Source: an optimization exercise on an open RTL-to-GDS flow (aim: small area, a short achievable clock period and few clock cycles per item). Production flows keep margins and buffers that such runs may drop. RTL that was checked went through simulation tests only; none was proved equivalent to the original. The RTL of run 1 was laid out without a check of its function.

==> flow/design.v (outline; a module is shown in full before it is edited, if it fits) <==
// module pla_ctrl: 89 lines
// module pla_dp: 2053 lines
// module polyline_length_accumulator_core: 43 lines
module polyline_length_accumulator_core (
    input  logic        i_clk,
    input  logic        i_rst_n,
    input  logic        i_in_valid,
    output logic        o_in_stall,
    input  logic [15:0] i_in_x,
    input  logic [15:0] i_in_y,
    input  logic        i_in_last,
    output logic        o_out_valid,
    input  logic        i_out_stall,
    output logic [31:0] o_out_length,
    output logic [15:0] o_out_count
);
  // ...
==> flow/flow/run.sh <==
#!/bin/bash
# the standard layout (the standard.sh: unchanged synthesis, floorplan,
# placement, clock tree, routing) with two changes to how it is made:
# - every input and output port still gets its buffer, but a plain buf_2
#   instead of the delay-cell buffer that buffer_ports picks by itself
# - timing repair aims at a shorter period than the clock's: setup repair
#   keeps going until each path has the margin below, instead of stopping
#   once the 10 ns clock is met
bash standard.sh SETUP_SLACK_MARGIN=6.5 TNS_END_PERCENT=100 \
    "BUFFER_PORTS_ARGS=-buffer_cell sky130_fd_sc_hd__buf_2" finish > standard.log 2>&1
==> flow/standard.sh <==
#!/bin/bash
# synth_recipe.tcl (not shown) runs the flow's synth.tcl, then flattens the netlist and writes it again
# the make line also repeats each setting of config.mk as NAME=value (left out here)
make -C /OpenROAD-flow-scripts/flow DESIGN_CONFIG=/design/flow/config.mk WORK_HOME=/design/flow/orfs CLKGATE_MAP_FILE= SYNTH_SCRIPT=/design/flow/synth_recipe.tcl "${@:-finish}"
==> flow/config.mk <==
export PLATFORM = sky130hd
export DESIGN_NAME = polyline_length_accumulator_core
export DESIGN_NICKNAME = polyline_length_accumulator_core
export VERILOG_FILES = /design/flow/design.v
export SDC_FILE = /design/flow/constraint.sdc
export NUM_CORES = 4
export LEC_CHECK = 0
export ABC_AREA = 1
export CAP_MARGIN = 20
export CORE_MARGIN = 2
export CORE_UTILIZATION = 40
export CTS_BUF_LIST = sky130_fd_sc_hd__clkbuf_16
export CTS_CLUSTER_DIAMETER = 80
export CTS_CLUSTER_SIZE = 30
export SLEW_MARGIN = 20
==> flow/constraint.sdc <==
create_clock -name core_clock -period 10.0 [get_ports {i_clk}]
set_input_delay 2.0000 -clock core_clock [delete_from_list [all_inputs] [get_ports {i_clk}]]
set_output_delay 2.0000 -clock core_clock [all_outputs]
set_load 0.01 [all_outputs]
==> out/results.ini, run 1 <==
[floorplanning]
nWellTaps = 1298

[layout]
buffers = 208
sh_seq_area_pct = 35.4
seq_area_um2 = 15900
multi_input_area_share_pct = 47.8
clock_buffers = 40
top_register = u_ctrl.r_e
finalNonFillerCells = 6066

[detailed_routing]
drt-met1-wl_um = 37600
vias = 28566
first_iter_violations = 1390
dr.pass1.iters = 5

[global_route]
met3_usage_pct = 1.92
grt-ovfl-total = 0
use_met2_pct = 28.4

[synth]
yosysMostFrequentCell = nand2_1
synth_cell_types = 49
synth_fa_ha_area_share_pct = 19.3
ys_seq_elements = 754
synthTopCellsByCount = nand2_1 (960), inv_1 (802), dfxtp_1 (674), nand3_1 (276), ha_1 (256)
synth_area_um2 = 40100
ys_warn_count = 3

[timing]
tightest_slew_ps = 1020

[cts]
cts-resized-gates = 66
cts_tree = built

[outcome]
status = timing/DRC/antenna clean

[place]
port_buffers = 86
place_congestion = 0.845

[setup_path]
worst_setup_path_end_kind = flop
cp-endpoint = u_dp.q7_r[15]

[worst_hold_path]
hold_path_depth = 0

==> module pla_ctrl, before the edit <==
module pla_ctrl #(
    parameter int M = 4
) (
    input  logic        i_clk,
    input  logic        i_rst_n,
    input  logic        i_in_valid,
    input  logic        i_in_last,
    output logic        o_in_stall,
    output logic        o_xfer,
    input  logic [16:0] i_root,
    input  logic        i_seg,
    input  logic        i_last,
    output logic        o_out_valid,
    input  logic        i_out_stall,
    output logic [31:0] o_out_length,
    output logic [15:0] o_out_count
);
    logic [M-1:0]  r_pend;      
    logic [16:0]   r_lo;
    logic          r_c;
    logic [14:0]   r_hi;
    logic          r_sat;
    logic [15:0]   r_cnt;
    logic          r_clr;
    logic [15:0]   hi_p0, hi_p1;
    logic [16:0]   base_lo;
    logic [17:0]   add_lo;
    logic [15:0]   base_cnt, cnt_n;
    logic [31:0]   sum_n;
    logic          inc, pop, push;
    logic [47:0]   res;
    logic [47:0]   r_e [M];      
    logic [M-1:0]  r_v;          
    assign o_xfer = i_in_valid && !r_pend[M-1] && i_rst_n;
    assign inc    = o_xfer && i_in_last;
    assign pop    = r_v[0] && !i_out_stall;
    assign hi_p0    = {1'b0, r_hi} + 16'(r_c);
    assign hi_p1    = {1'b0, r_hi} + 16'(r_c) + 16'd1;
    assign base_lo  = r_clr ? 17'd0 : r_lo;
    assign add_lo   = {1'b0, base_lo} + {1'b0, i_seg ? i_root : 17'd0};
    assign base_cnt = r_clr ? 16'd0 : r_cnt;
    assign cnt_n    = base_cnt + 16'(i_seg && base_cnt != 16'hFFFF);
    always_comb begin
        if (!r_clr && (r_sat || (add_lo[17] ? hi_p1[15] : hi_p0[15]))) begin
            sum_n = 32'hFFFF_FFFF;
        end else begin
            sum_n = {r_clr ? 15'd0 : (add_lo[17] ? hi_p1[14:0] : hi_p0[14:0]), add_lo[16:0]};
        end
    end
    assign push = i_last;
    assign res  = {sum_n, cnt_n};
    always_ff @(posedge i_clk) begin
        if (!i_rst_n) begin
            r_pend <= '0;
            r_clr  <= 1'b1;
            r_v    <= '0;
        end else begin
            for (int k = 0; k < M; k++) begin
                if (inc && !pop) begin
                    r_pend[k] <= (k == 0) ? 1'b1 : r_pend[k-1];
                end else if (pop && !inc) begin
                    r_pend[k] <= (k == M - 1) ? 1'b0 : r_pend[k+1];
                end
                if (push && !pop) begin
                    r_v[k] <= (k == 0) ? 1'b1 : r_v[k-1];
                end else if (pop && !push) begin
                    r_v[k] <= (k == M - 1) ? 1'b0 : r_v[k+1];
                end
            end
            r_clr <= i_last;
        end
        r_lo  <= add_lo[16:0];
        r_c   <= add_lo[17];
        r_hi  <= r_clr ? 15'd0 : hi_p0[14:0];
        r_sat <= !r_clr && (r_sat || hi_p0[15]);
        r_cnt <= cnt_n;
        for (int k = 0; k < M; k++) begin
            if (pop) begin
                r_e[k] <= (k < M - 1 && r_v[(k < M - 1) ? k + 1 : k]) ? r_e[(k < M - 1) ? k + 1 : k] : res;
            end else if (!r_v[k]) begin
                r_e[k] <= res;
            end
        end
    end
    assign o_in_stall   = r_pend[M-1];
    assign o_out_valid  = r_v[0];
    assign o_out_length = r_e[0][47:16];
    assign o_out_count  = r_e[0][15:0];
endmodule
==> inputs of run 2 (changes only) <==
--- a/flow/design.v
+++ b/flow/design.v
@@ -16,69 +16,63 @@
     output logic [15:0] o_out_count
 );
     logic [M-1:0]  r_pend;      
     logic [16:0]   r_lo;
     logic          r_c;
     logic [14:0]   r_hi;
     logic          r_sat;
     logic [15:0]   r_cnt;
-    logic          r_clr;
-    logic [15:0]   hi_p0, hi_p1;
+    logic          r_clr, r_ld;
+    logic [15:0]   hi_inc;
+    logic          ovf;
     logic [16:0]   base_lo;
     logic [17:0]   add_lo;
-    logic [15:0]   base_cnt, cnt_n;
-    logic [31:0]   sum_n;
+    logic [15:0]   base_cnt;
     logic          inc, pop, push;
     logic [47:0]   res;
     logic [47:0]   r_e [M];      
     logic [M-1:0]  r_v;          
     assign o_xfer = i_in_valid && !r_pend[M-1] && i_rst_n;
     assign inc    = o_xfer && i_in_last;
     assign pop    = r_v[0] && !i_out_stall;
-    assign hi_p0    = {1'b0, r_hi} + 16'(r_c);
-    assign hi_p1    = {1'b0, r_hi} + 16'(r_c) + 16'd1;
+    assign hi_inc   = {1'b0, r_hi} + 16'(r_c);
+    assign ovf      = r_sat || hi_inc[15];
     assign base_lo  = r_clr ? 17'd0 : r_lo;
     assign add_lo   = {1'b0, base_lo} + {1'b0, i_seg ? i_root : 17'd0};
     assign base_cnt = r_clr ? 16'd0 : r_cnt;
-    assign cnt_n    = base_cnt + 16'(i_seg && base_cnt != 16'hFFFF);
-    always_comb begin
-        if (!r_clr && (r_sat || (add_lo[17] ? hi_p1[15] : hi_p0[15]))) begin
-            sum_n = 32'hFFFF_FFFF;
-        end else begin
-            sum_n = {r_clr ? 15'd0 : (add_lo[17] ? hi_p1[14:0] : hi_p0[14:0]), add_lo[16:0]};
-        end
-    end
-    assign push = i_last;
-    assign res  = {sum_n, cnt_n};
+    assign push = r_ld;
+    assign res  = {ovf ? 32'hFFFF_FFFF : {hi_inc[14:0], r_lo}, r_cnt};
     always_ff @(posedge i_clk) begin
         if (!i_rst_n) begin
             r_pend <= '0;
+            r_ld   <= 1'b0;
             r_clr  <= 1'b1;
             r_v    <= '0;
         end else begin
             for (int k = 0; k < M; k++) begin
                 if (inc && !pop) begin
                     r_pend[k] <= (k == 0) ? 1'b1 : r_pend[k-1];
                 end else if (pop && !inc) begin
                     r_pend[k] <= (k == M - 1) ? 1'b0 : r_pend[k+1];
                 end
                 if (push && !pop) begin
                     r_v[k] <= (k == 0) ? 1'b1 : r_v[k-1];
                 end else if (pop && !push) begin
                     r_v[k] <= (k == M - 1) ? 1'b0 : r_v[k+1];
                 end
             end
+            r_ld  <= i_last;
             r_clr <= i_last;
         end
         r_lo  <= add_lo[16:0];
         r_c   <= add_lo[17];
-        r_hi  <= r_clr ? 15'd0 : hi_p0[14:0];
-        r_sat <= !r_clr && (r_sat || hi_p0[15]);
-        r_cnt <= cnt_n;
+        r_hi  <= r_clr ? 15'd0 : hi_inc[14:0];
+        r_sat <= r_clr ? 1'b0 : ovf;
+        r_cnt <= base_cnt + 16'(i_seg && base_cnt != 16'hFFFF);
         for (int k = 0; k < M; k++) begin
             if (pop) begin
                 r_e[k] <= (k < M - 1 && r_v[(k < M - 1) ? k + 1 : k]) ? r_e[(k < M - 1) ? k + 1 : k] : res;
             end else if (!r_v[k]) begin
                 r_e[k] <= res;
             end
         end
     end
@@ -763,202 +757,174 @@
     logic fs657;
     logic fc658;
     logic fs659;
     logic fc660;
     logic fs661;
     logic fc662;
     logic fs663;
     logic fc664;
+    logic hs665;
+    logic hc666;
+    logic hs667;
+    logic hc668;
+    logic fs669;
+    logic fc670;
+    logic fs671;
+    logic fc672;
+    logic fs673;
+    logic fc674;
+    logic fs675;
+    logic fc676;
+    logic fs677;
+    logic fc678;
+    logic fs679;
+    logic fc680;
+    logic fs681;
+    logic fc682;
+    logic fs683;
+    logic fc684;
+    logic fs685;
+    logic fc686;
+    logic fs687;
+    logic fc688;
+    logic fs689;
+    logic fc690;
+    logic fs691;
+    logic fc692;
+    logic fs693;
+    logic fc694;
+    logic fs695;
+    logic fc696;
+    logic fs697;
+    logic fc698;
+    logic fs699;
+    logic fc700;
+    logic fs701;
+    logic fc702;
+    logic fs703;
+    logic fc704;
+    logic fs705;
+    logic fc706;
+    logic fs707;
+    logic fc708;
+    logic fs709;
+    logic fc710;
+    logic fs711;
+    logic fc712;
+    logic fs713;
+    logic fc714;
+    logic fs715;
+    logic fc716;
+    logic fs717;
+    logic fc718;
+    logic fs719;
+    logic fc720;
+    logic fs721;
+    logic fc722;
+    logic fs723;
+    logic fc724;
     logic t_c0_0;
     logic t_c0_1;
     logic t_c2_0;
     logic t_c2_1;
     logic t_c2_2;
-    logic t_c2_3;
     logic t_c3_0;
     logic t_c3_1;
+    logic t_c3_2;
     logic t_c4_0;
     logic t_c4_1;
     logic t_c4_2;
-    logic t_c4_3;
     logic t_c5_0;
     logic t_c5_1;
     logic t_c5_2;
-    logic t_c5_3;
     logic t_c6_0;
     logic t_c6_1;
     logic t_c6_2;
-    logic t_c6_3;
     logic t_c7_0;
     logic t_c7_1;
     logic t_c7_2;
-    logic t_c7_3;
     logic t_c8_0;
     logic t_c8_1;
     logic t_c8_2;
-    logic t_c8_3;
     logic t_c9_0;
     logic t_c9_1;
     logic t_c9_2;
-    logic t_c9_3;
     logic t_c10_0;
     logic t_c10_1;
     logic t_c10_2;
-    logic t_c10_3;
     logic t_c11_0;
     logic t_c11_1;
     logic t_c11_2;
-    logic t_c11_3;
     logic t_c12_0;
     logic t_c12_1;
     logic t_c12_2;
-    logic t_c12_3;
     logic t_c13_0;
     logic t_c13_1;
     logic t_c13_2;
-    logic t_c13_3;
     logic t_c14_0;
     logic t_c14_1;
     logic t_c14_2;
-    logic t_c14_3;
     logic t_c15_0;
     logic t_c15_1;
     logic t_c15_2;
-    logic t_c15_3;
     logic t_c16_0;
     logic t_c16_1;
     logic t_c16_2;
-    logic t_c16_3;
     logic t_c17_0;
     logic t_c17_1;
     logic t_c17_2;
-    logic t_c17_3;
     logic t_c18_0;
     logic t_c18_1;
     logic t_c18_2;
-    logic t_c18_3;
     logic t_c19_0;
     logic t_c19_1;
     logic t_c19_2;
-    logic t_c19_3;
     logic t_c20_0;
     logic t_c20_1;
     logic t_c20_2;
-    logic t_c20_3;
     logic t_c21_0;
     logic t_c21_1;
     logic t_c21_2;
-    logic t_c21_3;
     logic t_c22_0;
     logic t_c22_1;
     logic t_c22_2;
-    logic t_c22_3;
     logic t_c23_0;
     logic t_c23_1;
     logic t_c23_2;
-    logic t_c23_3;
     logic t_c24_0;
     logic t_c24_1;
     logic t_c24_2;
-    logic t_c24_3;
     logic t_c25_0;
     logic t_c25_1;
     logic t_c25_2;
-    logic t_c25_3;
     logic t_c26_0;
     logic t_c26_1;
     logic t_c26_2;
-    logic t_c26_3;
     logic t_c27_0;
     logic t_c27_1;
     logic t_c27_2;
-    logic t_c27_3;
     logic t_c28_0;
     logic t_c28_1;
     logic t_c28_2;
-    logic t_c28_3;
     logic t_c29_0;
     logic t_c29_1;
     logic t_c29_2;
-    logic t_c29_3;
     logic t_c30_0;
     logic t_c30_1;
     logic t_c30_2;
-    logic t_c30_3;
     logic t_c31_0;
     logic t_c31_1;
     logic t_c31_2;
-    logic t_c31_3;
     logic t_c32_0;
     logic t_c32_1;
     logic t_c32_2;
-    logic t_c32_3;
+    logic t_c33_0;
     logic t_seg;
     logic t_last;
-    logic hs665;
-    logic hc666;
-    logic hs667;
-    logic hc668;
-    logic fs669;
-    logic fc670;
-    logic fs671;
-    logic fc672;
-    logic fs673;
-    logic fc674;
-    logic fs675;
-    logic fc676;
-    logic fs677;
-    logic fc678;
-    logic fs679;
-    logic fc680;
-    logic fs681;
-    logic fc682;
-    logic fs683;
-    logic fc684;
-    logic fs685;
-    logic fc686;
-    logic fs687;
-    logic fc688;
-    logic fs689;
-    logic fc690;
-    logic fs691;
-    logic fc692;
-    logic fs693;
-    logic fc694;
-    logic fs695;
-    logic fc696;
-    logic fs697;
-    logic fc698;
-    logic fs699;
-    logic fc700;
-    logic fs701;
-    logic fc702;
-    logic fs703;
-    logic fc704;
-    logic fs705;
-    logic fc706;
-    logic fs707;
-    logic fc708;
-    logic fs709;
-    logic fc710;
-    logic fs711;
-    logic fc712;
-    logic fs713;
-    logic fc714;
-    logic fs715;
-    logic fc716;
-    logic fs717;
-    logic fc718;
-    logic fs719;
-    logic fc720;
-    logic fs721;
-    logic fc722;
-    logic fs723;
-    logic fc724;
     logic hs725;
     logic hc726;
     logic fs727;
     logic fc728;
     logic fs729;
     logic fc730;
     logic fs731;
     logic fc732;
@@ -1084,26 +1050,21 @@
     logic [14:0] q816;
     logic [14:0] q7_q;
     logic [16:0] q7_r;
     logic [3:0] q7_rad;
     logic q7_seg;
     logic q7_last;
     logic [17:0] r817;
     logic [15:0] q818;
-    logic [15:0] q8_q;
-    logic [17:0] q8_r;
-    logic [1:0] q8_rad;
-    logic q8_seg;
-    logic q8_last;
     logic [18:0] r819;
     logic [16:0] q820;
-    logic [16:0] q9_q;
-    logic q9_seg;
-    logic q9_last;
+    logic [16:0] q8_q;
+    logic q8_seg;
+    logic q8_last;
     assign cx = i_in_x;
     assign cy = i_in_y;
     assign cv = i_xfer;
     assign pp1 = b_dx[0] & b_dx[1];
     assign pp2 = b_dx[0] & b_dx[2];
     assign pp3 = b_dx[0] & b_dx[3];
     assign pp4 = b_dx[0] & b_dx[4];
     assign pp5 = b_dx[0] & b_dx[5];
@@ -1761,140 +1722,140 @@
     assign fs657 = pp119 ^ pn133 ^ pp255;
     assign fc658 = (pp119 & pn133) | (pp119 & pp255) | (pn133 & pp255);
     assign fs659 = pn269 ^ fc558 ^ fc560;
     assign fc660 = (pn269 & fc558) | (pn269 & fc560) | (fc558 & fc560);
     assign fs661 = pp120 ^ b_dx[15] ^ pn134;
     assign fc662 = (pp120 & b_dx[15]) | (pp120 & pn134) | (b_dx[15] & pn134);
     assign fs663 = pp256 ^ b_dy[15] ^ pn270;
     assign fc664 = (pp256 & b_dy[15]) | (pp256 & pn270) | (b_dy[15] & pn270);
-    assign hs665 = t_c2_0 ^ t_c2_1;
-    assign hc666 = t_c2_0 & t_c2_1;
-    assign hs667 = t_c4_0 ^ t_c4_1;
-    assign hc668 = t_c4_0 & t_c4_1;
-    assign fs669 = t_c5_0 ^ t_c5_1 ^ t_c5_2;
-    assign fc670 = (t_c5_0 & t_c5_1) | (t_c5_0 & t_c5_2) | (t_c5_1 & t_c5_2);
-    assign fs671 = t_c6_0 ^ t_c6_1 ^ t_c6_2;
-    assign fc672 = (t_c6_0 & t_c6_1) | (t_c6_0 & t_c6_2) | (t_c6_1 & t_c6_2);
-    assign fs673 = t_c7_0 ^ t_c7_1 ^ t_c7_2;
-    assign fc674 = (t_c7_0 & t_c7_1) | (t_c7_0 & t_c7_2) | (t_c7_1 & t_c7_2);
-    assign fs675 = t_c8_0 ^ t_c8_1 ^ t_c8_2;
-    assign fc676 = (t_c8_0 & t_c8_1) | (t_c8_0 & t_c8_2) | (t_c8_1 & t_c8_2);
-    assign fs677 = t_c9_0 ^ t_c9_1 ^ t_c9_2;
-    assign fc678 = (t_c9_0 & t_c9_1) | (t_c9_0 & t_c9_2) | (t_c9_1 & t_c9_2);
-    assign fs679 = t_c10_0 ^ t_c10_1 ^ t_c10_2;
-    assign fc680 = (t_c10_0 & t_c10_1) | (t_c10_0 & t_c10_2) | (t_c10_1 & t_c10_2);
-    assign fs681 = t_c11_0 ^ t_c11_1 ^ t_c11_2;
-    assign fc682 = (t_c11_0 & t_c11_1) | (t_c11_0 & t_c11_2) | (t_c11_1 & t_c11_2);
-    assign fs683 = t_c12_0 ^ t_c12_1 ^ t_c12_2;
-    assign fc684 = (t_c12_0 & t_c12_1) | (t_c12_0 & t_c12_2) | (t_c12_1 & t_c12_2);
-    assign fs685 = t_c13_0 ^ t_c13_1 ^ t_c13_2;
-    assign fc686 = (t_c13_0 & t_c13_1) | (t_c13_0 & t_c13_2) | (t_c13_1 & t_c13_2);
-    assign fs687 = t_c14_0 ^ t_c14_1 ^ t_c14_2;
-    assign fc688 = (t_c14_0 & t_c14_1) | (t_c14_0 & t_c14_2) | (t_c14_1 & t_c14_2);
-    assign fs689 = t_c15_0 ^ t_c15_1 ^ t_c15_2;
-    assign fc690 = (t_c15_0 & t_c15_1) | (t_c15_0 & t_c15_2) | (t_c15_1 & t_c15_2);
-    assign fs691 = t_c16_0 ^ t_c16_1 ^ t_c16_2;
-    assign fc692 = (t_c16_0 & t_c16_1) | (t_c16_0 & t_c16_2) | (t_c16_1 & t_c16_2);
-    assign fs693 = t_c17_0 ^ t_c17_1 ^ t_c17_2;
-    assign fc694 = (t_c17_0 & t_c17_1) | (t_c17_0 & t_c17_2) | (t_c17_1 & t_c17_2);
-    assign fs695 = t_c18_0 ^ t_c18_1 ^ t_c18_2;
-    assign fc696 = (t_c18_0 & t_c18_1) | (t_c18_0 & t_c18_2) | (t_c18_1 & t_c18_2);
-    assign fs697 = t_c19_0 ^ t_c19_1 ^ t_c19_2;
-    assign fc698 = (t_c19_0 & t_c19_1) | (t_c19_0 & t_c19_2) | (t_c19_1 & t_c19_2);
-    assign fs699 = t_c20_0 ^ t_c20_1 ^ t_c20_2;
-    assign fc700 = (t_c20_0 & t_c20_1) | (t_c20_0 & t_c20_2) | (t_c20_1 & t_c20_2);
-    assign fs701 = t_c21_0 ^ t_c21_1 ^ t_c21_2;
-    assign fc702 = (t_c21_0 & t_c21_1) | (t_c21_0 & t_c21_2) | (t_c21_1 & t_c21_2);
-    assign fs703 = t_c22_0 ^ t_c22_1 ^ t_c22_2;
-    assign fc704 = (t_c22_0 & t_c22_1) | (t_c22_0 & t_c22_2) | (t_c22_1 & t_c22_2);
-    assign fs705 = t_c23_0 ^ t_c23_1 ^ t_c23_2;
-    assign fc706 = (t_c23_0 & t_c23_1) | (t_c23_0 & t_c23_2) | (t_c23_1 & t_c23_2);
-    assign fs707 = t_c24_0 ^ t_c24_1 ^ t_c24_2;
-    assign fc708 = (t_c24_0 & t_c24_1) | (t_c24_0 & t_c24_2) | (t_c24_1 & t_c24_2);
-    assign fs709 = t_c25_0 ^ t_c25_1 ^ t_c25_2;
-    assign fc710 = (t_c25_0 & t_c25_1) | (t_c25_0 & t_c25_2) | (t_c25_1 & t_c25_2);
-    assign fs711 = t_c26_0 ^ t_c26_1 ^ t_c26_2;
-    assign fc712 = (t_c26_0 & t_c26_1) | (t_c26_0 & t_c26_2) | (t_c26_1 & t_c26_2);
-    assign fs713 = t_c27_0 ^ t_c27_1 ^ t_c27_2;
-    assign fc714 = (t_c27_0 & t_c27_1) | (t_c27_0 & t_c27_2) | (t_c27_1 & t_c27_2);
-    assign fs715 = t_c28_0 ^ t_c28_1 ^ t_c28_2;
-    assign fc716 = (t_c28_0 & t_c28_1) | (t_c28_0 & t_c28_2) | (t_c28_1 & t_c28_2);
-    assign fs717 = t_c29_0 ^ t_c29_1 ^ t_c29_2;
-    assign fc718 = (t_c29_0 & t_c29_1) | (t_c29_0 & t_c29_2) | (t_c29_1 & t_c29_2);
-    assign fs719 = t_c30_0 ^ t_c30_1 ^ t_c30_2;
-    assign fc720 = (t_c30_0 & t_c30_1) | (t_c30_0 & t_c30_2) | (t_c30_1 & t_c30_2);
-    assign fs721 = t_c31_0 ^ t_c31_1 ^ t_c31_2;
-    assign fc722 = (t_c31_0 & t_c31_1) | (t_c31_0 & t_c31_2) | (t_c31_1 & t_c31_2);
-    assign fs723 = t_c32_0 ^ t_c32_1 ^ t_c32_2;
-    assign fc724 = (t_c32_0 & t_c32_1) | (t_c32_0 & t_c32_2) | (t_c32_1 & t_c32_2);
-    assign hs725 = hs665 ^ t_c2_2;
-    assign hc726 = hs665 & t_c2_2;
-    assign fs727 = t_c3_0 ^ t_c3_1 ^ hc666;
-    assign fc728 = (t_c3_0 & t_c3_1) | (t_c3_0 & hc666) | (t_c3_1 & hc666);
-    assign fs729 = hs667 ^ t_c4_2 ^ t_c4_3;
-    assign fc730 = (hs667 & t_c4_2) | (hs667 & t_c4_3) | (t_c4_2 & t_c4_3);
-    assign fs731 = fs669 ^ t_c5_3 ^ hc668;
-    assign fc732 = (fs669 & t_c5_3) | (fs669 & hc668) | (t_c5_3 & hc668);
-    assign fs733 = fs671 ^ t_c6_3 ^ fc670;
-    assign fc734 = (fs671 & t_c6_3) | (fs671 & fc670) | (t_c6_3 & fc670);
-    assign fs735 = fs673 ^ t_c7_3 ^ fc672;
-    assign fc736 = (fs673 & t_c7_3) | (fs673 & fc672) | (t_c7_3 & fc672);
-    assign fs737 = fs675 ^ t_c8_3 ^ fc674;
-    assign fc738 = (fs675 & t_c8_3) | (fs675 & fc674) | (t_c8_3 & fc674);
-    assign fs739 = fs677 ^ t_c9_3 ^ fc676;
-    assign fc740 = (fs677 & t_c9_3) | (fs677 & fc676) | (t_c9_3 & fc676);
-    assign fs741 = fs679 ^ t_c10_3 ^ fc678;
-    assign fc742 = (fs679 & t_c10_3) | (fs679 & fc678) | (t_c10_3 & fc678);
-    assign fs743 = fs681 ^ t_c11_3 ^ fc680;
-    assign fc744 = (fs681 & t_c11_3) | (fs681 & fc680) | (t_c11_3 & fc680);
-    assign fs745 = fs683 ^ t_c12_3 ^ fc682;
-    assign fc746 = (fs683 & t_c12_3) | (fs683 & fc682) | (t_c12_3 & fc682);
-    assign fs747 = fs685 ^ t_c13_3 ^ fc684;
-    assign fc748 = (fs685 & t_c13_3) | (fs685 & fc684) | (t_c13_3 & fc684);
-    assign fs749 = fs687 ^ t_c14_3 ^ fc686;
-    assign fc750 = (fs687 & t_c14_3) | (fs687 & fc686) | (t_c14_3 & fc686);
-    assign fs751 = fs689 ^ t_c15_3 ^ fc688;
-    assign fc752 = (fs689 & t_c15_3) | (fs689 & fc688) | (t_c15_3 & fc688);
-    assign fs753 = fs691 ^ t_c16_3 ^ fc690;
-    assign fc754 = (fs691 & t_c16_3) | (fs691 & fc690) | (t_c16_3 & fc690);
-    assign fs755 = fs693 ^ t_c17_3 ^ fc692;
-    assign fc756 = (fs693 & t_c17_3) | (fs693 & fc692) | (t_c17_3 & fc692);
-    assign fs757 = fs695 ^ t_c18_3 ^ fc694;
-    assign fc758 = (fs695 & t_c18_3) | (fs695 & fc694) | (t_c18_3 & fc694);
-    assign fs759 = fs697 ^ t_c19_3 ^ fc696;
-    assign fc760 = (fs697 & t_c19_3) | (fs697 & fc696) | (t_c19_3 & fc696);
-    assign fs761 = fs699 ^ t_c20_3 ^ fc698;
-    assign fc762 = (fs699 & t_c20_3) | (fs699 & fc698) | (t_c20_3 & fc698);
-    assign fs763 = fs701 ^ t_c21_3 ^ fc700;
-    assign fc764 = (fs701 & t_c21_3) | (fs701 & fc700) | (t_c21_3 & fc700);
-    assign fs765 = fs703 ^ t_c22_3 ^ fc702;
-    assign fc766 = (fs703 & t_c22_3) | (fs703 & fc702) | (t_c22_3 & fc702);
-    assign fs767 = fs705 ^ t_c23_3 ^ fc704;
-    assign fc768 = (fs705 & t_c23_3) | (fs705 & fc704) | (t_c23_3 & fc704);
-    assign fs769 = fs707 ^ t_c24_3 ^ fc706;
-    assign fc770 = (fs707 & t_c24_3) | (fs707 & fc706) | (t_c24_3 & fc706);
-    assign fs771 = fs709 ^ t_c25_3 ^ fc708;
-    assign fc772 = (fs709 & t_c25_3) | (fs709 & fc708) | (t_c25_3 & fc708);
-    assign fs773 = fs711 ^ t_c26_3 ^ fc710;
-    assign fc774 = (fs711 & t_c26_3) | (fs711 & fc710) | (t_c26_3 & fc710);
-    assign fs775 = fs713 ^ t_c27_3 ^ fc712;
-    assign fc776 = (fs713 & t_c27_3) | (fs713 & fc712) | (t_c27_3 & fc712);
-    assign fs777 = fs715 ^ t_c28_3 ^ fc714;
-    assign fc778 = (fs715 & t_c28_3) | (fs715 & fc714) | (t_c28_3 & fc714);
-    assign fs779 = fs717 ^ t_c29_3 ^ fc716;
-    assign fc780 = (fs717 & t_c29_3) | (fs717 & fc716) | (t_c29_3 & fc716);
-    assign fs781 = fs719 ^ t_c30_3 ^ fc718;
-    assign fc782 = (fs719 & t_c30_3) | (fs719 & fc718) | (t_c30_3 & fc718);
-    assign fs783 = fs721 ^ t_c31_3 ^ fc720;
-    assign fc784 = (fs721 & t_c31_3) | (fs721 & fc720) | (t_c31_3 & fc720);
-    assign fs785 = fs723 ^ t_c32_3 ^ fc722;
-    assign fc786 = (fs723 & t_c32_3) | (fs723 & fc722) | (t_c32_3 & fc722);
-    assign row_a = {fc724, fs785, fs783, fs781, fs779, fs777, fs775, fs773, fs771, fs769, fs767, fs765, fs763, fs761, fs759, fs757, fs755, fs753, fs751, fs749, fs747, fs745, fs743, fs741, fs739, fs737, fs735, fs733, fs731, fs729, fs727, hs725, 1'b0, t_c0_0};
-    assign row_b = {fc786, fc784, fc782, fc780, fc778, fc776, fc774, fc772, fc770, fc768, fc766, fc764, fc762, fc760, fc758, fc756, fc754, fc752, fc750, fc748, fc746, fc744, fc742, fc740, fc738, fc736, fc734, fc732, fc730, fc728, hc726, t_c2_3, 1'b0, t_c0_1};
+    assign hs665 = pp1 ^ b_dx[1];
+    assign hc666 = pp1 & b_dx[1];
+    assign hs667 = fs561 ^ pp139;
+    assign hc668 = fs561 & pp139;
+    assign fs669 = hs563 ^ pp140 ^ pp153;
+    assign fc670 = (hs563 & pp140) | (hs563 & pp153) | (pp140 & pp153);
+    assign fs671 = fs565 ^ hs567 ^ b_dy[3];
+    assign fc672 = (fs565 & hs567) | (fs565 & b_dy[3]) | (hs567 & b_dy[3]);
+    assign fs673 = fs569 ^ fs571 ^ fc566;
+    assign fc674 = (fs569 & fs571) | (fs569 & fc566) | (fs571 & fc566);
+    assign fs675 = fs573 ^ fs575 ^ fc570;
+    assign fc676 = (fs573 & fs575) | (fs573 & fc570) | (fs575 & fc570);
+    assign fs677 = fs577 ^ fs579 ^ fc574;
+    assign fc678 = (fs577 & fs579) | (fs577 & fc574) | (fs579 & fc574);
+    assign fs679 = fs581 ^ fs583 ^ fc578;
+    assign fc680 = (fs581 & fs583) | (fs581 & fc578) | (fs583 & fc578);
+    assign fs681 = fs585 ^ fs587 ^ fc582;
+    assign fc682 = (fs585 & fs587) | (fs585 & fc582) | (fs587 & fc582);
+    assign fs683 = fs589 ^ fs591 ^ fc586;
+    assign fc684 = (fs589 & fs591) | (fs589 & fc586) | (fs591 & fc586);
+    assign fs685 = fs593 ^ fs595 ^ fc590;
+    assign fc686 = (fs593 & fs595) | (fs593 & fc590) | (fs595 & fc590);
+    assign fs687 = fs597 ^ fs599 ^ fc594;
+    assign fc688 = (fs597 & fs599) | (fs597 & fc594) | (fs599 & fc594);
+    assign fs689 = fs601 ^ fs603 ^ fc598;
+    assign fc690 = (fs601 & fs603) | (fs601 & fc598) | (fs603 & fc598);
+    assign fs691 = fs605 ^ fs607 ^ fc602;
+    assign fc692 = (fs605 & fs607) | (fs605 & fc602) | (fs607 & fc602);
+    assign fs693 = fs609 ^ fs611 ^ fc606;
+    assign fc694 = (fs609 & fs611) | (fs609 & fc606) | (fs611 & fc606);
+    assign fs695 = fs613 ^ fs615 ^ fc610;
+    assign fc696 = (fs613 & fs615) | (fs613 & fc610) | (fs615 & fc610);
+    assign fs697 = fs617 ^ fs619 ^ fc614;
+    assign fc698 = (fs617 & fs619) | (fs617 & fc614) | (fs619 & fc614);
+    assign fs699 = fs621 ^ fs623 ^ fc618;
+    assign fc700 = (fs621 & fs623) | (fs621 & fc618) | (fs623 & fc618);
+    assign fs701 = fs625 ^ fs627 ^ fc622;
+    assign fc702 = (fs625 & fs627) | (fs625 & fc622) | (fs627 & fc622);
+    assign fs703 = fs629 ^ fs631 ^ fc626;
+    assign fc704 = (fs629 & fs631) | (fs629 & fc626) | (fs631 & fc626);
+    assign fs705 = fs633 ^ fs635 ^ fc630;
+    assign fc706 = (fs633 & fs635) | (fs633 & fc630) | (fs635 & fc630);
+    assign fs707 = fs637 ^ fs639 ^ fc634;
+    assign fc708 = (fs637 & fs639) | (fs637 & fc634) | (fs639 & fc634);
+    assign fs709 = fs641 ^ fs643 ^ fc638;
+    assign fc710 = (fs641 & fs643) | (fs641 & fc638) | (fs643 & fc638);
+    assign fs711 = fs645 ^ fs647 ^ fc642;
+    assign fc712 = (fs645 & fs647) | (fs645 & fc642) | (fs647 & fc642);
+    assign fs713 = fs649 ^ fs651 ^ fc646;
+    assign fc714 = (fs649 & fs651) | (fs649 & fc646) | (fs651 & fc646);
+    assign fs715 = fs653 ^ fs655 ^ fc650;
+    assign fc716 = (fs653 & fs655) | (fs653 & fc650) | (fs655 & fc650);
+    assign fs717 = fs657 ^ fs659 ^ fc654;
+    assign fc718 = (fs657 & fs659) | (fs657 & fc654) | (fs659 & fc654);
+    assign fs719 = fs661 ^ fs663 ^ fc658;
+    assign fc720 = (fs661 & fs663) | (fs661 & fc658) | (fs663 & fc658);
+    assign fs721 = pn135 ^ pn271 ^ fc662;
+    assign fc722 = (pn135 & pn271) | (pn135 & fc662) | (pn271 & fc662);
+    assign fs723 = pn136 ^ b_dx[16] ^ pn272;
+    assign fc724 = (pn136 & b_dx[16]) | (pn136 & pn272) | (b_dx[16] & pn272);
+    assign hs725 = t_c2_0 ^ t_c2_1;
+    assign hc726 = t_c2_0 & t_c2_1;
+    assign fs727 = t_c3_0 ^ t_c3_1 ^ t_c3_2;
+    assign fc728 = (t_c3_0 & t_c3_1) | (t_c3_0 & t_c3_2) | (t_c3_1 & t_c3_2);
+    assign fs729 = t_c4_0 ^ t_c4_1 ^ t_c4_2;
+    assign fc730 = (t_c4_0 & t_c4_1) | (t_c4_0 & t_c4_2) | (t_c4_1 & t_c4_2);
+    assign fs731 = t_c5_0 ^ t_c5_1 ^ t_c5_2;
+    assign fc732 = (t_c5_0 & t_c5_1) | (t_c5_0 & t_c5_2) | (t_c5_1 & t_c5_2);
+    assign fs733 = t_c6_0 ^ t_c6_1 ^ t_c6_2;
+    assign fc734 = (t_c6_0 & t_c6_1) | (t_c6_0 & t_c6_2) | (t_c6_1 & t_c6_2);
+    assign fs735 = t_c7_0 ^ t_c7_1 ^ t_c7_2;
+    assign fc736 = (t_c7_0 & t_c7_1) | (t_c7_0 & t_c7_2) | (t_c7_1 & t_c7_2);
+    assign fs737 = t_c8_0 ^ t_c8_1 ^ t_c8_2;
+    assign fc738 = (t_c8_0 & t_c8_1) | (t_c8_0 & t_c8_2) | (t_c8_1 & t_c8_2);
+    assign fs739 = t_c9_0 ^ t_c9_1 ^ t_c9_2;
+    assign fc740 = (t_c9_0 & t_c9_1) | (t_c9_0 & t_c9_2) | (t_c9_1 & t_c9_2);
+    assign fs741 = t_c10_0 ^ t_c10_1 ^ t_c10_2;
+    assign fc742 = (t_c10_0 & t_c10_1) | (t_c10_0 & t_c10_2) | (t_c10_1 & t_c10_2);
+    assign fs743 = t_c11_0 ^ t_c11_1 ^ t_c11_2;
+    assign fc744 = (t_c11_0 & t_c11_1) | (t_c11_0 & t_c11_2) | (t_c11_1 & t_c11_2);
+    assign fs745 = t_c12_0 ^ t_c12_1 ^ t_c12_2;
+    assign fc746 = (t_c12_0 & t_c12_1) | (t_c12_0 & t_c12_2) | (t_c12_1 & t_c12_2);
+    assign fs747 = t_c13_0 ^ t_c13_1 ^ t_c13_2;
+    assign fc748 = (t_c13_0 & t_c13_1) | (t_c13_0 & t_c13_2) | (t_c13_1 & t_c13_2);
+    assign fs749 = t_c14_0 ^ t_c14_1 ^ t_c14_2;
+    assign fc750 = (t_c14_0 & t_c14_1) | (t_c14_0 & t_c14_2) | (t_c14_1 & t_c14_2);
+    assign fs751 = t_c15_0 ^ t_c15_1 ^ t_c15_2;
+    assign fc752 = (t_c15_0 & t_c15_1) | (t_c15_0 & t_c15_2) | (t_c15_1 & t_c15_2);
+    assign fs753 = t_c16_0 ^ t_c16_1 ^ t_c16_2;
+    assign fc754 = (t_c16_0 & t_c16_1) | (t_c16_0 & t_c16_2) | (t_c16_1 & t_c16_2);
+    assign fs755 = t_c17_0 ^ t_c17_1 ^ t_c17_2;
+    assign fc756 = (t_c17_0 & t_c17_1) | (t_c17_0 & t_c17_2) | (t_c17_1 & t_c17_2);
+    assign fs757 = t_c18_0 ^ t_c18_1 ^ t_c18_2;
+    assign fc758 = (t_c18_0 & t_c18_1) | (t_c18_0 & t_c18_2) | (t_c18_1 & t_c18_2);
+    assign fs759 = t_c19_0 ^ t_c19_1 ^ t_c19_2;
+    assign fc760 = (t_c19_0 & t_c19_1) | (t_c19_0 & t_c19_2) | (t_c19_1 & t_c19_2);
+    assign fs761 = t_c20_0 ^ t_c20_1 ^ t_c20_2;
+    assign fc762 = (t_c20_0 & t_c20_1) | (t_c20_0 & t_c20_2) | (t_c20_1 & t_c20_2);
+    assign fs763 = t_c21_0 ^ t_c21_1 ^ t_c21_2;
+    assign fc764 = (t_c21_0 & t_c21_1) | (t_c21_0 & t_c21_2) | (t_c21_1 & t_c21_2);
+    assign fs765 = t_c22_0 ^ t_c22_1 ^ t_c22_2;
+    assign fc766 = (t_c22_0 & t_c22_1) | (t_c22_0 & t_c22_2) | (t_c22_1 & t_c22_2);
+    assign fs767 = t_c23_0 ^ t_c23_1 ^ t_c23_2;
+    assign fc768 = (t_c23_0 & t_c23_1) | (t_c23_0 & t_c23_2) | (t_c23_1 & t_c23_2);
+    assign fs769 = t_c24_0 ^ t_c24_1 ^ t_c24_2;
+    assign fc770 = (t_c24_0 & t_c24_1) | (t_c24_0 & t_c24_2) | (t_c24_1 & t_c24_2);
+    assign fs771 = t_c25_0 ^ t_c25_1 ^ t_c25_2;
+    assign fc772 = (t_c25_0 & t_c25_1) | (t_c25_0 & t_c25_2) | (t_c25_1 & t_c25_2);
+    assign fs773 = t_c26_0 ^ t_c26_1 ^ t_c26_2;
+    assign fc774 = (t_c26_0 & t_c26_1) | (t_c26_0 & t_c26_2) | (t_c26_1 & t_c26_2);
+    assign fs775 = t_c27_0 ^ t_c27_1 ^ t_c27_2;
+    assign fc776 = (t_c27_0 & t_c27_1) | (t_c27_0 & t_c27_2) | (t_c27_1 & t_c27_2);
+    assign fs777 = t_c28_0 ^ t_c28_1 ^ t_c28_2;
+    assign fc778 = (t_c28_0 & t_c28_1) | (t_c28_0 & t_c28_2) | (t_c28_1 & t_c28_2);
+    assign fs779 = t_c29_0 ^ t_c29_1 ^ t_c29_2;
+    assign fc780 = (t_c29_0 & t_c29_1) | (t_c29_0 & t_c29_2) | (t_c29_1 & t_c29_2);
+    assign fs781 = t_c30_0 ^ t_c30_1 ^ t_c30_2;
+    assign fc782 = (t_c30_0 & t_c30_1) | (t_c30_0 & t_c30_2) | (t_c30_1 & t_c30_2);
+    assign fs783 = t_c31_0 ^ t_c31_1 ^ t_c31_2;
+    assign fc784 = (t_c31_0 & t_c31_1) | (t_c31_0 & t_c31_2) | (t_c31_1 & t_c31_2);
+    assign fs785 = t_c32_0 ^ t_c32_1 ^ t_c32_2;
+    assign fc786 = (t_c32_0 & t_c32_1) | (t_c32_0 & t_c32_2) | (t_c32_1 & t_c32_2);
+    assign row_a = {t_c33_0, fs785, fs783, fs781, fs779, fs777, fs775, fs773, fs771, fs769, fs767, fs765, fs763, fs761, fs759, fs757, fs755, fs753, fs751, fs749, fs747, fs745, fs743, fs741, fs739, fs737, fs735, fs733, fs731, fs729, fs727, hs725, 1'b0, t_c0_0};
+    assign row_b = {fc786, fc784, fc782, fc780, fc778, fc776, fc774, fc772, fc770, fc768, fc766, fc764, fc762, fc760, fc758, fc756, fc754, fc752, fc750, fc748, fc746, fc744, fc742, fc740, fc738, fc736, fc734, fc732, fc730, fc728, hc726, t_c2_2, 1'b0, t_c0_1};
     assign rad = row_a + row_b;
     assign r787 = {1'b0, 1'b0, s_rad[32]} + 3'b111;
     assign q788 = ~r787[2];
     assign r789 = {r787[1:0], s_rad[31], s_rad[30]} + {~r787[2], q788 ^ {1{~r787[2]}}, 2'b11};
     assign q790 = {q788, ~r789[3]};
     assign r791 = {r789[2:0], s_rad[29], s_rad[28]} + {~r789[3], q790 ^ {2{~r789[3]}}, 2'b11};
     assign q792 = {q790, ~r791[4]};
     assign r793 = {q1_r[3:0], q1_rad[27], q1_rad[26]} + {~q1_r[4], q1_q ^ {3{~q1_r[4]}}, 2'b11};
@@ -1918,149 +1879,121 @@
     assign r811 = {r809[12:0], q5_rad[9], q5_rad[8]} + {~r809[13], q810 ^ {12{~r809[13]}}, 2'b11};
     assign q812 = {q810, ~r811[14]};
     assign r813 = {q6_r[13:0], q6_rad[7], q6_rad[6]} + {~q6_r[14], q6_q ^ {13{~q6_r[14]}}, 2'b11};
     assign q814 = {q6_q, ~r813[15]};
     assign r815 = {r813[14:0], q6_rad[5], q6_rad[4]} + {~r813[15], q814 ^ {14{~r813[15]}}, 2'b11};
     assign q816 = {q814, ~r815[16]};
     assign r817 = {q7_r[15:0], q7_rad[3], q7_rad[2]} + {~q7_r[16], q7_q ^ {15{~q7_r[16]}}, 2'b11};
     assign q818 = {q7_q, ~r817[17]};
-    assign r819 = {q8_r[16:0], q8_rad[1], q8_rad[0]} + {~q8_r[17], q8_q ^ {16{~q8_r[17]}}, 2'b11};
-    assign q820 = {q8_q, ~r819[18]};
+    assign r819 = {r817[16:0], q7_rad[1], q7_rad[0]} + {~r817[17], q818 ^ {16{~r817[17]}}, 2'b11};
+    assign q820 = {q818, ~r819[18]};
     always_ff @(posedge i_clk) begin
         if (cv) begin
             r_lp_x <= cx;
             r_lp_y <= cy;
         end
         b_dx <= {cx[15], cx} - {r_lp_x[15], r_lp_x};
         b_dy <= {cy[15], cy} - {r_lp_y[15], r_lp_y};
         t_c0_0 <= b_dx[0];
         t_c0_1 <= b_dy[0];
-        t_c2_0 <= pp1;
-        t_c2_1 <= b_dx[1];
-        t_c2_2 <= pp137;
-        t_c2_3 <= b_dy[1];
+        t_c2_0 <= hs665;
+        t_c2_1 <= pp137;
+        t_c2_2 <= b_dy[1];
         t_c3_0 <= pp2;
         t_c3_1 <= pp138;
-        t_c4_0 <= fs561;
-        t_c4_1 <= pp139;
-        t_c4_2 <= pp152;
-        t_c4_3 <= b_dy[2];
-        t_c5_0 <= hs563;
-        t_c5_1 <= pp140;
-        t_c5_2 <= pp153;
-        t_c5_3 <= fc562;
-        t_c6_0 <= fs565;
-        t_c6_1 <= hs567;
-        t_c6_2 <= b_dy[3];
-        t_c6_3 <= hc564;
-        t_c7_0 <= fs569;
-        t_c7_1 <= fs571;
-        t_c7_2 <= fc566;
-        t_c7_3 <= hc568;
-        t_c8_0 <= fs573;
-        t_c8_1 <= fs575;
-        t_c8_2 <= fc570;
-        t_c8_3 <= fc572;
-        t_c9_0 <= fs577;
-        t_c9_1 <= fs579;
-        t_c9_2 <= fc574;
-        t_c9_3 <= fc576;
-        t_c10_0 <= fs581;
-        t_c10_1 <= fs583;
-        t_c10_2 <= fc578;
-        t_c10_3 <= fc580;
-        t_c11_0 <= fs585;
-        t_c11_1 <= fs587;
-        t_c11_2 <= fc582;
-        t_c11_3 <= fc584;
-        t_c12_0 <= fs589;
-        t_c12_1 <= fs591;
-        t_c12_2 <= fc586;
-        t_c12_3 <= fc588;
-        t_c13_0 <= fs593;
-        t_c13_1 <= fs595;
-        t_c13_2 <= fc590;
-        t_c13_3 <= fc592;
-        t_c14_0 <= fs597;
-        t_c14_1 <= fs599;
-        t_c14_2 <= fc594;
-        t_c14_3 <= fc596;
-        t_c15_0 <= fs601;
-        t_c15_1 <= fs603;
-        t_c15_2 <= fc598;
-        t_c15_3 <= fc600;
-        t_c16_0 <= fs605;
-        t_c16_1 <= fs607;
-        t_c16_2 <= fc602;
-        t_c16_3 <= fc604;
-        t_c17_0 <= fs609;
-        t_c17_1 <= fs611;
-        t_c17_2 <= fc606;
-        t_c17_3 <= fc608;
-        t_c18_0 <= fs613;
-        t_c18_1 <= fs615;
-        t_c18_2 <= fc610;
-        t_c18_3 <= fc612;
-        t_c19_0 <= fs617;
-        t_c19_1 <= fs619;
-        t_c19_2 <= fc614;
-        t_c19_3 <= fc616;
-        t_c20_0 <= fs621;
-        t_c20_1 <= fs623;
-        t_c20_2 <= fc618;
-        t_c20_3 <= fc620;
-        t_c21_0 <= fs625;
-        t_c21_1 <= fs627;
-        t_c21_2 <= fc622;
-        t_c21_3 <= fc624;
-        t_c22_0 <= fs629;
-        t_c22_1 <= fs631;
-        t_c22_2 <= fc626;
-        t_c22_3 <= fc628;
-        t_c23_0 <= fs633;
-        t_c23_1 <= fs635;
-        t_c23_2 <= fc630;
-        t_c23_3 <= fc632;
-        t_c24_0 <= fs637;
-        t_c24_1 <= fs639;
-        t_c24_2 <= fc634;
-        t_c24_3 <= fc636;
-        t_c25_0 <= fs641;
-        t_c25_1 <= fs643;
-        t_c25_2 <= fc638;
-        t_c25_3 <= fc640;
-        t_c26_0 <= fs645;
-        t_c26_1 <= fs647;
-        t_c26_2 <= fc642;
-        t_c26_3 <= fc644;
-        t_c27_0 <= fs649;
-        t_c27_1 <= fs651;
-        t_c27_2 <= fc646;
-        t_c27_3 <= fc648;
-        t_c28_0 <= fs653;
-        t_c28_1 <= fs655;
-        t_c28_2 <= fc650;
-        t_c28_3 <= fc652;
-        t_c29_0 <= fs657;
-        t_c29_1 <= fs659;
-        t_c29_2 <= fc654;
-        t_c29_3 <= fc656;
-        t_c30_0 <= fs661;
-        t_c30_1 <= fs663;
-        t_c30_2 <= fc658;
-        t_c30_3 <= fc660;
-        t_c31_0 <= pn135;
-        t_c31_1 <= pn271;
-        t_c31_2 <= fc662;
-        t_c31_3 <= fc664;
-        t_c32_0 <= pn136;
-        t_c32_1 <= b_dx[16];
-        t_c32_2 <= pn272;
-        t_c32_3 <= b_dy[16];
+        t_c3_2 <= hc666;
+        t_c4_0 <= hs667;
+        t_c4_1 <= pp152;
+        t_c4_2 <= b_dy[2];
+        t_c5_0 <= fs669;
+        t_c5_1 <= fc562;
+        t_c5_2 <= hc668;
+        t_c6_0 <= fs671;
+        t_c6_1 <= hc564;
+        t_c6_2 <= fc670;
+        t_c7_0 <= fs673;
+        t_c7_1 <= hc568;
+        t_c7_2 <= fc672;
+        t_c8_0 <= fs675;
+        t_c8_1 <= fc572;
+        t_c8_2 <= fc674;
+        t_c9_0 <= fs677;
+        t_c9_1 <= fc576;
+        t_c9_2 <= fc676;
+        t_c10_0 <= fs679;
+        t_c10_1 <= fc580;
+        t_c10_2 <= fc678;
+        t_c11_0 <= fs681;
+        t_c11_1 <= fc584;
+        t_c11_2 <= fc680;
+        t_c12_0 <= fs683;
+        t_c12_1 <= fc588;
+        t_c12_2 <= fc682;
+        t_c13_0 <= fs685;
+        t_c13_1 <= fc592;
+        t_c13_2 <= fc684;
+        t_c14_0 <= fs687;
+        t_c14_1 <= fc596;
+        t_c14_2 <= fc686;
+        t_c15_0 <= fs689;
+        t_c15_1 <= fc600;
+        t_c15_2 <= fc688;
+        t_c16_0 <= fs691;
+        t_c16_1 <= fc604;
+        t_c16_2 <= fc690;
+        t_c17_0 <= fs693;
+        t_c17_1 <= fc608;
+        t_c17_2 <= fc692;
+        t_c18_0 <= fs695;
+        t_c18_1 <= fc612;
+        t_c18_2 <= fc694;
+        t_c19_0 <= fs697;
+        t_c19_1 <= fc616;
+        t_c19_2 <= fc696;
+        t_c20_0 <= fs699;
+        t_c20_1 <= fc620;
+        t_c20_2 <= fc698;
+        t_c21_0 <= fs701;
+        t_c21_1 <= fc624;
+        t_c21_2 <= fc700;
+        t_c22_0 <= fs703;
+        t_c22_1 <= fc628;
+        t_c22_2 <= fc702;
+        t_c23_0 <= fs705;
+        t_c23_1 <= fc632;
+        t_c23_2 <= fc704;
+        t_c24_0 <= fs707;
+        t_c24_1 <= fc636;
+        t_c24_2 <= fc706;
+        t_c25_0 <= fs709;
+        t_c25_1 <= fc640;
+        t_c25_2 <= fc708;
+        t_c26_0 <= fs711;
+        t_c26_1 <= fc644;
+        t_c26_2 <= fc710;
+        t_c27_0 <= fs713;
+        t_c27_1 <= fc648;
+        t_c27_2 <= fc712;
+        t_c28_0 <= fs715;
+        t_c28_1 <= fc652;
+        t_c28_2 <= fc714;
+        t_c29_0 <= fs717;
+        t_c29_1 <= fc656;
+        t_c29_2 <= fc716;
+        t_c30_0 <= fs719;
+        t_c30_1 <= fc660;
+        t_c30_2 <= fc718;
+        t_c31_0 <= fs721;
+        t_c31_1 <= fc664;
+        t_c31_2 <= fc720;
+        t_c32_0 <= fs723;
+        t_c32_1 <= b_dy[16];
+        t_c32_2 <= fc722;
+        t_c33_0 <= fc724;
         s_rad <= rad[32:0];
         q1_q <= q792;
         q1_r <= r791;
         q1_rad <= s_rad[27:0];
         q2_q <= q796;
         q2_r <= r795;
         q2_rad <= q1_rad[23:0];
         q3_q <= q800;
@@ -2073,20 +2006,17 @@
         q5_r <= r807;
         q5_rad <= q4_rad[11:0];
         q6_q <= q812;
         q6_r <= r811;
         q6_rad <= q5_rad[7:0];
         q7_q <= q816;
         q7_r <= r815;
         q7_rad <= q6_rad[3:0];
-        q8_q <= q818;
-        q8_r <= r817;
-        q8_rad <= q7_rad[1:0];
-        q9_q <= q820;
+        q8_q <= q820;
         if (!i_rst_n) begin
             r_have_prev <= 1'b0;
             b_seg       <= 1'b0;
             b_last      <= 1'b0;
             t_seg <= 1'b0;
             t_last <= 1'b0;
             s_seg <= 1'b0;
             s_last <= 1'b0;
@@ -2101,18 +2031,16 @@
             q5_seg <= 1'b0;
             q5_last <= 1'b0;
             q6_seg <= 1'b0;
             q6_last <= 1'b0;
             q7_seg <= 1'b0;
             q7_last <= 1'b0;
             q8_seg <= 1'b0;
             q8_last <= 1'b0;
-            q9_seg <= 1'b0;
-            q9_last <= 1'b0;
         end else begin
             if (i_xfer) r_have_prev <= !i_in_last;
             b_seg  <= i_xfer & r_have_prev;
             b_last <= i_xfer & i_in_last;
             t_seg <= b_seg;
             t_last <= b_last;
             s_seg <= t_seg;
             s_last <= t_last;
@@ -2127,23 +2055,21 @@
             q5_seg <= q4_seg;
             q5_last <= q4_last;
             q6_seg <= q5_seg;
             q6_last <= q5_last;
             q7_seg <= q6_seg;
             q7_last <= q6_last;
             q8_seg <= q7_seg;
             q8_last <= q7_last;
-            q9_seg <= q8_seg;
-            q9_last <= q8_last;
         end
     end
-    assign o_root = q9_q;
-    assign o_seg  = q9_seg;
-    assign o_last = q9_last;
+    assign o_root = q8_q;
+    assign o_seg  = q8_seg;
+    assign o_last = q8_last;
 endmodule
 module polyline_length_accumulator_core (
     input  logic        i_clk,
     input  logic        i_rst_n,
     input  logic        i_in_valid,
     output logic        o_in_stall,
     input  logic [15:0] i_in_x,
     input  logic [15:0] i_in_y,
==> flow/flow/run.sh (replaced) <==
#!/bin/bash
# the standard layout (the standard.sh: unchanged synthesis, floorplan,
# placement, clock tree, routing), with its timing repair aimed at a shorter
# period than the clock's: setup repair keeps going until each path has the
# margin below, instead of stopping once the 10 ns clock is met
bash standard.sh SETUP_SLACK_MARGIN=6.8 TNS_END_PERCENT=100 finish > standard.log 2>&1
==> flow/config.mk (replaced) <==
export PLATFORM = sky130hd
export DESIGN_NAME = polyline_length_accumulator_core
export DESIGN_NICKNAME = polyline_length_accumulator_core
export VERILOG_FILES = /design/flow/design.v
export SDC_FILE = /design/flow/constraint.sdc
export NUM_CORES = 4
export LEC_CHECK = 0
export ABC_AREA = 1
export CAP_MARGIN = 20
export CORE_MARGIN = 2
export CORE_UTILIZATION = 40
export SLEW_MARGIN = 20
==> out/results.ini, run 2 <==
[outcome]
status = timing/DRC/antenna clean  ; unchanged

[timing]
setup-tns-final_ps = 0  ; unchanged
final_hold_viol_count = 0  ; unchanged
tightest_slew_ps = 950  ; was 1020 ps
fmax_ghz = 0.292  ; was 0.284 GHz
finalCriticalPeriod_ps = 3430  ; was 3520 ps
skew_ps = 17.4  ; was 42.5 ps
slew_headroom_pct = 36.6  ; was 31.6%
setup_viol = 0  ; unchanged
drv_slew = 0  ; unchanged
rsz0062_at_grt = true  ; unchanged
fin_crit_sh_pct = 34.3  ; was 35.2%

[global_route]
antenna_found_initial = 0  ; was 2
grt_pass1_wl_um = 144000  ; was 136000 um
grt.total_usage_pct = 17.7  ; was 15.9%
grt_start_max_net_pins = 73  ; was 110
grt_pass1_vias = 29391  ; was 27.8k
grt-ovfl-total = 0  ; unchanged

[layout]
largest_register_ffs = 144  ; unchanged
top_register = u_ctrl.r_e  ; unchanged
reg_top3 = u_ctrl.r_e x144, u_dp.s_rad x33, u_dp.q1_rad x28  ; unchanged
drive_gt1_share_pct = 17.1  ; was 12.1%
area_growth_pct = 22.5  ; was 12.2%
n_antenna_cell = 0  ; unchanged
fin_nets = 5453  ; was 5259
nFillCells = 8832  ; was 9533
most-common-layout-cells = nand2_1 (1118), inv_1 (784), dfxtp_1 (561)  ; was nand2_1 (936), inv_1 (792), dfxtp_1 (661)
fin_util_pct = 49.7  ; was 45.1%
final_common_cell = nand2_1  ; unchanged
finalInstanceArea_um2 = 47300  ; was 45000 um^2

[synth]
yosysTopAreaCell = dfxtp_1  ; unchanged
synth_edf_count = 80  ; unchanged
synth_cell_types = 50  ; was 49
synth-main-ff-cell = dfxtp_1  ; unchanged
synth_fa_ha_area_share_pct = 19.9  ; was 19.3%
ys_seq_elements = 688  ; was 754
yosysMostFrequentCell = nand2_1  ; unchanged
async_reset_ff_share_pct = 0  ; unchanged
syn_area_per_cell_um2 = 8.26  ; was 8.64 um^2
synth_compound_area_share_pct = 7.88  ; was 6.90%
synth_top_area_share_pct = 31.5  ; was 33.7%
synth-simple-area-share_pct = 17.1  ; was 17.0%
synthXorXnorAreaFrac_pct = 7.76  ; was 7.80%
ys_warn_count = 3  ; unchanged
synth_mux_area_share_pct = 0  ; was 0.125%
synthTopCellsByCount = nand2_1 (1188), inv_1 (831), dfxtp_1 (608), ha_1 (251), fa_1 (227)  ; was nand2_1 (960), inv_1 (802), dfxtp_1 (674), nand3_1 (276), ha_1 (256)
ys_seq_area_share_pct = 37.7  ; was 39.7%
synth_cells = 4673  ; was 4642
synth_top_family_by_area = adder cells  ; unchanged
synth_area_um2 = 38600  ; was 40100 um^2
synth.net_count = 5188  ; was 5162
synth.area.top_cells = dfxtp_1 (32%), fa_1 (12%), nand2_1 (12%)  ; was dfxtp_1 (34%), fa_1 (11%), nand2_1 (9.0%)

[place]
hpwl_um = 60000  ; was 59500 um
place_congestion = 0.870  ; was 0.845
port_buffers = 86  ; unchanged
dpl_cell_area_um2 = 40900  ; was 41800 um^2

[floorplanning]
core-area_um2 = 95300  ; was 99700 um^2
start_util_pct = 40.5  ; was 40.2%
rows = 113  ; was 116
die_area_um2 = 99100  ; was 103000 um^2
die_y_um = 315  ; was 321 um
ios = 87  ; unchanged
die_w_um = 315  ; was 321 um

[setup_path]
path_buf_inv = 3  ; unchanged
path_cells = buf_8 -> buf_6 -> xnor2_4 -> ha_4 -> a21oi_4 -> o21ai_2 -> a21oi_2 -> nand2_2 -> nand2_4 -> nand2_8 -> xor2_1 -> ha_1 -> a21o_1 -> nand2_1 -> nand4_1 -> buf_4 -> xor2_1  ; was buf_6 -> xnor2_1 -> ha_1 -> a21oi_1 -> o21ai_2 -> a221oi_2 -> buf_4 -> nand3_2 -> nand2_4 -> buf_6 -> xor2_1 -> ha_1 -> nand2_2 -> nor2_2 -> nand2_1 -> o2111ai_2 -> a21oi_1 -> nor2_1 -> nor2_1 -> xnor2_1
cpPeakStageDelay_ps = 400  ; was 450 ps
crit_type = flop to flop  ; unchanged
required_ps = 10520  ; was 10540 ps
crit_slowest_cell = ha_1  ; was dfxtp_4
worst_setup_path_end_kind = flop  ; unchanged
arrival_ps = 3950  ; was 4060 ps
crit_top_cell = xor2_1
crit_fanout = 8  ; unchanged
critPathLaunchType = flop  ; unchanged
crit_family = compound AO/OA/AOI/OAI gates  ; unchanged

[detailed_routing]
dr.pass1.iters = 5  ; unchanged
first_iter_violations = 1631  ; was 1390
wl_per_cell_um = 14.2  ; was 13.7 um
ant_nets = 0  ; unchanged
vias = 29531  ; was 28.6k
drc_errors = 0  ; unchanged
totalWireLength_um = 89100  ; was 83400 um
viasPerCell = 4.72  ; was 4.71

[cts]
cts.htree.levels = 3  ; was 2
cts_buffers = 75  ; was 40
cts_tree = built  ; unchanged
cts.clk_slew.worst_paths_ps = 60  ; was 100 ps
cts.sink_count = 688  ; was 754
root_buffer = clkbuf_16  ; unchanged
clk_latency_ps = 630  ; was 650 ps
hold_buffers = 0  ; unchanged
cts.path.max_buffers = 3  ; unchanged

[worst_hold_path]
hold_class = flop to flop  ; unchanged

[flow_run]
cap_violations = 0  ; unchanged

[run 2: logic make-up (layout without fill, tap and decap cells)]
logic type / count (synthesis) / count (layout)
simple gates: 1640 / 1642
fa+ha+maj: 478 / 478
flops: 688 / 688
xor+xnor: 342 / 342
buf+inv: 983 / 1306
compound gates: 542 / 542
[run 2: per-layer routing]
metal / vias up / GRT usage [%] / wire length (um)
li1: 14967 / - / -
met1: 13883 / 21.6 / 38700
met2: 489 / 32.0 / 44600
met3: 192 / 2.57 / 2940
met4: 0 / 5.23 / 2820
met5: - / 0 / 0
[run 2: stage by stage]
step | setup WS [ps] | hold slack (ps) | instances
2_1_floorplan | 6590 | 310 | 4673
3_3_place_gp | 4900 | 310 | 5894
3_5_place_dp | 4910 | 312 | 5894
4_1_cts | 6670 | 320 | 6177
5_1_grt | 6440 | 329 | 6263
6_report | 6570 | 317 | 6263
[run 2: worst paths after layout]
kind / startpoint / endpoint / slack, ps / cells past startpoint
setup / recovery: u_dp.q6_r[14] / u_dp.q7_r[11] / 6570 / 17
hold / removal: u_dp.q1_rad[11] / u_dp.q2_rad[11] / 320 / 0
setup reg to reg: u_dp.q6_r[14] / u_dp.q7_r[11] / 6570 / 17
hold reg to reg: u_dp.q1_rad[11] / u_dp.q2_rad[11] / 320 / 0
[run 2: what timing repair did]
item                                    4_1_cts  5_1_grt
endpoints found under the setup margin      317      121
gates resized for setup                     419      324
pin swaps                                    88      185
cloned                                        5        2
hold endpoints to repair                      0        0
buffers inserted                            141       84
[run 2: layout make-up]
| type | instances | area (um^2) | area share (%) |
|---|---|---|---|
| clock buffer | 107 | 2230 | 4.72 |
| clock inverter | 30 | 392 | 0.828 |
| inverter | 835 | 3190 | 6.73 |
| multi-input combinational | 3004 | 22300 | 47.2 |
| sequential | 688 | 14700 | 31.1 |
| tap | 1265 | 1580 | 3.34 |
| timing repair buffer | 332 | 2860 | 6.05 |
| timing repair inverter | 2 | 20.0 | 0.0423 |
Testbench counts of run 2, summed over its fixed seeds: cycles 7,066, points 6,831.

==> what the ideal ports hide <==
No port has a modelled driver above. Below, the same layouts with a new extraction and two added sets of constraints.
Step 1 assumes that a clkbuf_16 drives the clock port and a buf_2 every other input.
Step 2 adds t to the input delays and takes it off the output delays; t is the mean of the earliest and latest rising clock arrival at the registers after step 1. Input paths then give back, and output paths get back, about the clock's delay inside the block.
a / b / c = no drivers / after step 1 / after step 2; a / b = the first two.
run	t (ns)	setup WS [ns]	slew at the worst register clock pin (ns)	worst data-port slew with drivers (ns)
run 1	0.698	6.483 / 6.483 / 5.945	0.11 / 0.11	0.06
run 2	0.681	6.571 / 6.571 / 6.175	0.07 / 0.07	0.07
After both steps setup and hold are still met in every run listed. For run 1, which loses most, drivers alone change the setup slack by 0.000 ns; drivers and shift together by -0.538 ns.
